This design comes from an exercise in tuning for small area, a short achievable clock period and few clock cycles per item on the open sky130 flow, not from production work.
The RTL was checked by simulation tests, not by an equivalence proof against the original design.
Power and IR drop assume default switching activity.

## constraint.sdc

```tcl
create_clock -name core_clock -period 10.0 [get_ports {clk}]
set_input_delay 2.0000 -clock core_clock [delete_from_list [all_inputs] [get_ports {clk}]]
set_output_delay 2.0000 -clock core_clock [all_outputs]
set_load 0.01 [all_outputs]
```

## config.mk

```make
export PLATFORM = sky130hd
export DESIGN_NAME = keypad_debounce_event_engine
export DESIGN_NICKNAME = keypad_debounce_event_engine
export VERILOG_FILES = /design/flow/design.v
export SDC_FILE = /design/flow/constraint.sdc
export NUM_CORES = 4
export LEC_CHECK = 0
export CAP_MARGIN = 20
export CORE_MARGIN = 2
export CORE_UTILIZATION = 40
export SLEW_MARGIN = 20
```

## run.sh

```bash
#!/bin/bash
# synth_recipe.tcl (not shown) runs the flow's synth.tcl, then flattens the netlist and writes it again
# the make line also repeats each setting of config.mk as NAME=value (left out here)
make -C /OpenROAD-flow-scripts/flow DESIGN_CONFIG=/design/flow/config.mk WORK_HOME=/design/flow/orfs CLKGATE_MAP_FILE= SYNTH_SCRIPT=/design/flow/synth_recipe.tcl finish
```

## design.v

```verilog
package kdee_pkg;
  localparam int NUM_KEYS_DEF  = 22;
  localparam int SCAN_BITS_DEF = 24;
  localparam int COMBO_MAX_DEF = 5;
  localparam int TIME_BITS_DEF = 32;
  localparam int OUT_BITS      = 22;
  localparam int CNT_BITS      = 5;
  localparam int CFG_IDX_BITS  = 3;
  localparam int CFG_DATA_BITS = 32;
  localparam int MS_BITS       = 16;
  localparam logic [CFG_IDX_BITS-1:0] REG_DEBOUNCE  = 3'd0;
  localparam logic [CFG_IDX_BITS-1:0] REG_LONG      = 3'd1;
  localparam logic [CFG_IDX_BITS-1:0] REG_RPT_DELAY = 3'd2;
  localparam logic [CFG_IDX_BITS-1:0] REG_RPT_PER   = 3'd3;
  localparam logic [CFG_IDX_BITS-1:0] REG_RPT_EN    = 3'd4;
endpackage
module kdee_ram #(
  parameter int WIDTH = 8,
  parameter int DEPTH = 16
) (
  input  logic                     clk,
  input  logic                     we,
  input  logic [$clog2(DEPTH)-1:0] waddr,
  input  logic [WIDTH-1:0]         wdata,
  input  logic [$clog2(DEPTH)-1:0] raddr,
  output logic [WIDTH-1:0]         rdata
);
  logic [WIDTH-1:0] mem [DEPTH];
  always_ff @(posedge clk) begin
    if (we) mem[waddr] <= wdata;
    rdata <= mem[raddr];
  end
endmodule
import kdee_pkg::*;
module kdee_keyseq
#(
  parameter int TIME_BITS = kdee_pkg::TIME_BITS_DEF
) (
  input  logic                 clk,
  input  logic                 rst_n,
  input  logic                 proc,       
  input  logic                 dn_old,     
  input  logic                 dn_new,     
  input  logic                 edge_upd,   
  input  logic                 ren,        
  input  logic [TIME_BITS-1:0] now,
  input  logic [MS_BITS-1:0]   long_ms,
  input  logic [MS_BITS-1:0]   rpt_delay_ms,
  input  logic [MS_BITS-1:0]   rpt_period_ms,
  output logic                 pm,
  output logic                 rm,
  output logic                 lm,
  output logic                 rp
);
  logic                 lng_r, rv_r;
  logic [TIME_BITS-1:0] ps_r, rs_r;
  logic                 press, ge_long, ge_rdl, ge_rpr, lng_e;
  logic [TIME_BITS-1:0] el_p, el_r;
  always_comb begin
    press   = edge_upd && dn_new && !dn_old;
    rm      = edge_upd && !dn_new && dn_old;
    pm      = press;
    el_p    = now - ps_r;
    el_r    = now - rs_r;
    ge_long = press ? (long_ms == '0) : (el_p >= TIME_BITS'(long_ms));
    ge_rdl  = press ? (rpt_delay_ms == '0) : (el_p >= TIME_BITS'(rpt_delay_ms));
    ge_rpr  = el_r >= TIME_BITS'(rpt_period_ms);
    lng_e   = lng_r && !press;
    lm      = dn_new && !lng_e && ge_long;
    rp      = dn_new && ren && ge_rdl && (!rv_r || ge_rpr);
  end
  always_ff @(posedge clk) begin
    if (proc) begin
      if (press) ps_r <= now;
      lng_r <= lng_e || lm;
      if (rp) rs_r <= now;
    end
  end
  always_ff @(posedge clk) begin
    if (!rst_n) rv_r <= 1'b0;
    else if (proc && rp) rv_r <= 1'b1;
  end
endmodule
import kdee_pkg::*;
module keypad_debounce_event_engine
#(
  parameter int NUM_KEYS  = kdee_pkg::NUM_KEYS_DEF,
  parameter int SCAN_BITS = kdee_pkg::SCAN_BITS_DEF,
  parameter int COMBO_MAX = kdee_pkg::COMBO_MAX_DEF,
  parameter int TIME_BITS = kdee_pkg::TIME_BITS_DEF
) (
  input  logic                 clk,
  input  logic                 rst_n,
  input  logic                 in_valid,
  output logic                 in_ready,
  input  logic [TIME_BITS-1:0] in_now_ms,
  input  logic [SCAN_BITS-1:0] in_scan_word,
  output logic                 out_valid,
  input  logic                 out_ready,
  output logic [21:0]          out_press_mask,
  output logic [21:0]          out_release_mask,
  output logic [21:0]          out_long_mask,
  output logic [21:0]          out_repeat_mask,
  output logic                 out_combo_valid,
  output logic [4:0]           out_combo_first_key,
  output logic [4:0]           out_held_count,
  output logic [21:0]          out_held_mask,
  input  logic                 cfg_valid,
  output logic                 cfg_ready,
  input  logic [2:0]           cfg_index,
  input  logic [31:0]          cfg_data
);
  logic [MS_BITS-1:0]  deb_r, long_r, rdl_r, rpr_r;
  logic [OUT_BITS-1:0] ren_r;
  assign cfg_ready = 1'b1;
  always_ff @(posedge clk) begin
    if (!rst_n) begin
      deb_r <= 16'd20; long_r <= 16'd1000; rdl_r <= 16'd500; rpr_r <= 16'd100;
      ren_r <= '0;
    end else if (cfg_valid) begin
      unique case (cfg_index)
        REG_DEBOUNCE:  deb_r  <= cfg_data[MS_BITS-1:0];
        REG_LONG:      long_r <= cfg_data[MS_BITS-1:0];
        REG_RPT_DELAY: rdl_r  <= cfg_data[MS_BITS-1:0];
        REG_RPT_PER:   rpr_r  <= cfg_data[MS_BITS-1:0];
        REG_RPT_EN:    ren_r  <= cfg_data[OUT_BITS-1:0];
        default: ;
      endcase
    end
  end
  logic                 t_v, s_v, o_v, proc, o_free;
  logic [TIME_BITS-1:0] t_now;
  logic [SCAN_BITS-1:0] t_scan;
  assign in_ready = !(t_v && s_v);
  assign proc     = t_v && !s_v;
  assign o_free   = !o_v || out_ready;
  always_ff @(posedge clk) begin
    if (!rst_n) t_v <= 1'b0;
    else if (in_ready) t_v <= in_valid;
  end
  always_ff @(posedge clk) begin
    if (in_ready) begin
      t_now  <= in_now_ms;
      t_scan <= in_scan_word;
    end
  end
  logic [SCAN_BITS-1:0] cand_r, stab_r, stab_n;
  logic [TIME_BITS-1:0] dstamp_r, el;
  logic                 go, nc, ns;
  always_comb begin
    el = t_now - dstamp_r;
    go = el >= TIME_BITS'(deb_r);
    nc = go && (t_scan != cand_r);
    ns = go && !nc && (t_scan != stab_r);
    stab_n = (proc && ns) ? t_scan : stab_r;
  end
  always_ff @(posedge clk) begin
    if (!rst_n) begin
      cand_r <= '1; stab_r <= '1; dstamp_r <= '0;
    end else if (proc) begin
      if (nc) begin
        cand_r <= t_scan; dstamp_r <= t_now;
      end
      if (ns) stab_r <= t_scan;
    end
  end
  logic [NUM_KEYS-1:0] dn_old, dn_new;
  logic [OUT_BITS-1:0] pm, rm, lm, rp;
  for (genvar k = 0; k < NUM_KEYS; k++) begin : g_key
    localparam int B = (k / 8) * 8 + 7 - (k % 8);
    assign dn_old[k] = !stab_r[B];
    assign dn_new[k] = !stab_n[B];
    kdee_keyseq #(.TIME_BITS(TIME_BITS)) u_key (
      .clk(clk), .rst_n(rst_n), .proc(proc), .dn_old(dn_old[k]), .dn_new(dn_new[k]),
      .edge_upd(proc && ns), .ren(ren_r[k]), .now(t_now), .long_ms(long_r),
      .rpt_delay_ms(rdl_r), .rpt_period_ms(rpr_r),
      .pm(pm[k]), .rm(rm[k]), .lm(lm[k]), .rp(rp[k])
    );
  end
  logic [CNT_BITS-1:0] cnt;
  logic [4:0]          first;
  logic                combo;
  always_comb begin
    cnt = '0;
    first = '0;
    for (int i = 0; i < NUM_KEYS; i++) cnt = cnt + CNT_BITS'(dn_new[i]);
    for (int i = NUM_KEYS - 1; i >= 0; i--) if (dn_new[i]) first = 5'(i + 1);
    combo = (cnt > 1) && (32'(cnt) <= COMBO_MAX);
  end
  logic [OUT_BITS-1:0] s_pm, s_rm, s_lm, s_rp;
  always_ff @(posedge clk) begin
    if (!s_v) begin
      s_pm <= pm; s_rm <= rm; s_lm <= lm; s_rp <= rp;
    end
  end
  always_ff @(posedge clk) begin
    if (!rst_n) begin
      o_v <= 1'b0; s_v <= 1'b0;
    end else begin
      if (o_free) begin
        o_v <= proc || s_v;
        s_v <= 1'b0;
      end else if (proc) begin
        s_v <= 1'b1;
      end
    end
  end
  always_ff @(posedge clk) begin
    if (o_free) begin
      if (s_v) begin
        out_press_mask <= s_pm; out_release_mask <= s_rm;
        out_long_mask <= s_lm; out_repeat_mask <= s_rp;
      end else begin
        out_press_mask <= pm; out_release_mask <= rm;
        out_long_mask <= lm; out_repeat_mask <= rp;
      end
      out_held_count <= cnt;
      out_held_mask <= OUT_BITS'(dn_new);
      out_combo_valid <= combo;
      out_combo_first_key <= combo ? first : '0;
    end
  end
  assign out_valid = o_v;
endmodule
```

==> results by group <==
Clock network
  • CTS HTree Levels: 4
  • Worst skew pair latency: 1020 ps
  • Worst-path clk slew: 60 ps
  • Hold_buf cts: 0
  • CTS Buffer Depth: 4
  • Cts bufs inserted: 233
  • TritonCTS Sinks: 1,886
  • Root Buffer: clkbuf_16
  • TritonCTS clock tree: yes

STA
  • Fin crit period: 9450 ps
  • Smallest hold slack: 449 ps
  • Max_slew headroom: 0.169
  • RSZ-0062 raised after global routing: no
  • Max Slew Vio Count: 0
  • Final Hold Violating Endpoints: 0
  • PnR worst setup slack: 552 ps
  • F_max: 106 MHz
  • Final period util: 0.945
  • Tightest Pin Transition: 1240 ps
  • Final setup fails: 0
  • Clk_skew: 64.7 ps

Routing
  • Pre-antenna DRT Iters: 6
  • DRC errors left: 0
  • Routed WL per cell: 23.6 um
  • DR iter-0 viols: 12.0k
  • Via count: 138k
  • Post-route ant nets: 0
  • Vias per inst: 5.79
  • Final WL: 564,000 um

Worst setup path
  • Most Frequent Cell on Critical Path: fa_1
  • Startpoint Class: register
  • Critical path capture point type: register
  • Slowest-stage cell, CP: fa_1
  • Critical Path Max Stage Delay: 550 ps
  • CP required: 10,840 ps
  • Data arrival, critical path: 10,280 ps
  • Critical path class: register to register
  • Worst-path fanout max: 4

Pwr
  • Leakage: 78.2 nW
  • Sw Ratio: 0.301
  • Clock network fraction of total power: 0.399
  • Combinational fraction of design power: 0.210
  • Post-route total power: 0.0221 W
  • Sequential power share: 0.391
  • Pwr per Cell Area: 122 nW/um^2
  • Worst VDD drop: 0.000154 V
  • Pint: 0.0154 W
  • Sw power: 0.00666 W

Yosys
  • Mapped cell area: 163,000 um^2
  • Syn. warnings: 2
  • Flops & latches, synth: 1,886
  • Synth Instances: 17.8k
  • Asr flop ratio synth: 0
  • Synth Area per Inst: 9.15 um^2
  • Synth Flop Type: edfxtp_1
  • Post-synth EDFFs: 1,607
  • Total nets after synthesis: 20.4k
  • Netlist cell types: 113
  • Seq/Total Area, Yosys: 0.331

Cells and area
  • Share of post-route cells with drive strength above 1: 0.0543
  • Cell Count, Final, Fillers Out: 23.9k
  • Storage element area: 53,800 um^2
  • Area of the multi-input gates: 100,000 um^2
  • Layout filler cell count: 39.3k
  • P&R area growth vs syn: 11.5%
  • Fin nets: 20.9k

Min path
  • Worst Hold Class: register to register

Place
  • Placer congestion estimate: 0.966
  • Port Buf Inserts: 208
  • Pre-CTS WS: 241 ps
  • Post-DP HPWL: 401,000 um
  • Inst Count DP: 23.4k

Floorplanning
  • Full die area: 412,000 um^2
  • Initial core utilization: 0.401
  • Chip width: 641 um
  • Number of I/O pins: 220
  • Die H: 641 um
  • Rows: 234
  • Core area: 406,000 um^2

GRT
  • Pin count of the biggest net entering global routing: 71
  • GR Overflow Total: 0
  • Antenna violations before repair: 50
  • GRT Util Overall: 0.265
  • First-pass GRT wire length: 827,000 um
  • Vias in the first global route: 129k

Outcome
  • Outcome: no timing/DRC/antenna violations

Job
  • Max-Cap Viols: 0
==> metrics by stage <==
step | utilization | area [um^2] | TNS (ps)
2_1_floorplan | - | 163000 | -111180
3_3_place_gp | 0.427 | 173000 | 0
3_5_place_dp | 0.428 | 173000 | 0
4_1_cts | 0.447 | 181000 | 0
5_1_grt | 0.447 | 181000 | 0
6_report | 0.447 | 181000 | 0
==> logic make-up after synthesis <==
family | after synthesis | synth area share
muxes | 196 | 0.0124
xor gates and xnor gates | 858 | 0.0462
adders and majority gates | 2535 | 0.198
AOI/OAI and AO/OA | 5474 | 0.221
DFF | 1886 | 0.331
and+or+nand+nor | 4478 | 0.137
other | 1 | 0.0000231
buffers and inverters | 2345 | 0.0546
==> sequential cells by signal (all words and copies together) (netlist names), 22 cells and up <==
register and flops:
cand_r 24, dstamp_r 32, g_key.u_key.lng_r 22, g_key.u_key.ps_r 704, g_key.u_key.rs_r 704, g_key.u_key.rv_r 22, out_held_mask 22, out_long_mask 22
out_press_mask 22, out_release_mask 22, out_repeat_mask 22, ren_r 22, s_lm 22, s_pm 22, s_rm 22, s_rp 22
stab_r 24, t_now 32, t_scan 24
==> cell type report <==
type / instances / area share
multi-input combinational: 13500 / 0.554
tap: 5428 / 0.0375
timing repair buffer: 513 / 0.0260
sequential: 1886 / 0.297
antenna: 22 / 0.000304
clock buffer: 317 / 0.0360
clock inverter: 121 / 0.00699
inverter: 2061 / 0.0427
==> critical path: cells and delay by family, from the launching register on <==
| kind | cells | cell delay [ps] |
|---|---|---|
| xor gates and xnor gates | 2 | 390 |
| adders and majority gates | 9 | 3530 |
| and+or+nand+nor | 7 | 1280 |
| DFF | 1 | 470 |
| buffers and inverters | 7 | 760 |
| AOI/OAI and AO/OA | 16 | 2890 |
==> cells in the mapped netlist (all sizes together) (84+ instances only) <==
| cell type | count | area [um^2] |
|---|---|---|
| and3 | 135 | 845 |
| inv | 2059 | 7730 |
| xnor2 | 565 | 4950 |
| nand2 | 1224 | 4600 |
| o21bai | 173 | 1310 |
| mux2i | 161 | 1610 |
| a31oi | 186 | 1170 |
| o211ai | 186 | 1400 |
| o21a | 290 | 2180 |
| ha | 2475 | 31000 |
| a21oi | 1438 | 7220 |
| clkbuf | 238 | 896 |
| nor4 | 124 | 788 |
| dfxtp | 279 | 5590 |
| a21o | 708 | 5320 |
| nor2b | 248 | 1550 |
| nand2b | 358 | 2240 |
| o31ai | 109 | 838 |
| nand4 | 213 | 1330 |
| and2 | 84 | 526 |
| a21boi | 86 | 646 |
| o2111ai | 88 | 771 |
| a211oi | 235 | 1780 |
| o21ai | 1099 | 5500 |
| a2111oi | 91 | 821 |
| nor2 | 1073 | 4030 |
| nor3 | 286 | 1460 |
| nand3 | 304 | 1520 |
| xor2 | 293 | 2570 |
| edfxtp | 1607 | 48300 |
==> timing repair <==
action / 4_1_cts / 5_1_grt
gates resized for setup: 0 / 10
endpoints found under the hold margin: 0 / 0
endpoints found under the setup margin: 0 / 5
buffers inserted: 0 / 5
==> layout by cell type (no fill, tap or decap), types with 357 or more instances in the layout <==
cell type     n
a21o_1      708
a21oi_1    1428
edfxtp_1   1607
ha_1       2473
inv_1      2006
nand2_1    1217
nand2b_1    357
nor2_1     1057
o21ai_0    1073
xnor2_1     564
==> power groups by stage <==
stage	sequential (W)	combinational [W]	clock (W)
after floorplan	0.00890	0.00309	0
after global placement	0.00880	0.00451	0
after detailed placement	0.00880	0.00456	0
after CTS	0.00864	0.00460	0.00900
after global routing	0.00864	0.00516	0.00926
final	0.00864	0.00465	0.00882
==> final timing paths <==
path	from	endpoint	slack, ps	cells after the start
max	t_now[4]	out_combo_first_key[0]	550	41
min	s_pm[11]	s_pm[11]	450	1
max reg2reg	t_now[4]	out_combo_first_key[0]	550	41
min reg2reg	s_pm[11]	s_pm[11]	450	1
==> metal layers <==
metal,wire (um),GRT usage
met1,244000,0.349
met2,248000,0.423
met3,34600,0.0313
met5,34,0
met4,36400,0.147
Testbench counts, summed over its fixed seeds: cycles 5,331, ticks 5,299.

-- afterwards: timing with drivers on the ports --
The flow's constraints put no driver on any port. The routed layout listed below was extracted and timed again, unchanged, in two steps. Step 1 sets driving cells, clkbuf_16 on the clock port and buf_2 on the other inputs (assumed; they add their load-dependent delay and slew). Step 2 moves the port delays by t, midway between the first and last clock arrival at a register: inputs arrive t later, outputs are due t later. That takes back most of the time a late clock gives input paths. Slacks: no drivers / after step 1 / after step 2; pairs: no drivers / after step 1.
t (ns): 1.079
slack for setup (ns): 0.552 / 0.552 / 0.552
worst setup path at the end: register to register
slew at the worst register clock pin (ns): 0.07 / 0.07
worst slew at a driven data input, ns: 0.24
After both steps this run still meets setup and hold. For this run, drivers alone change the setup slack by 0.000 ns; drivers and shift together by 0.000 ns.
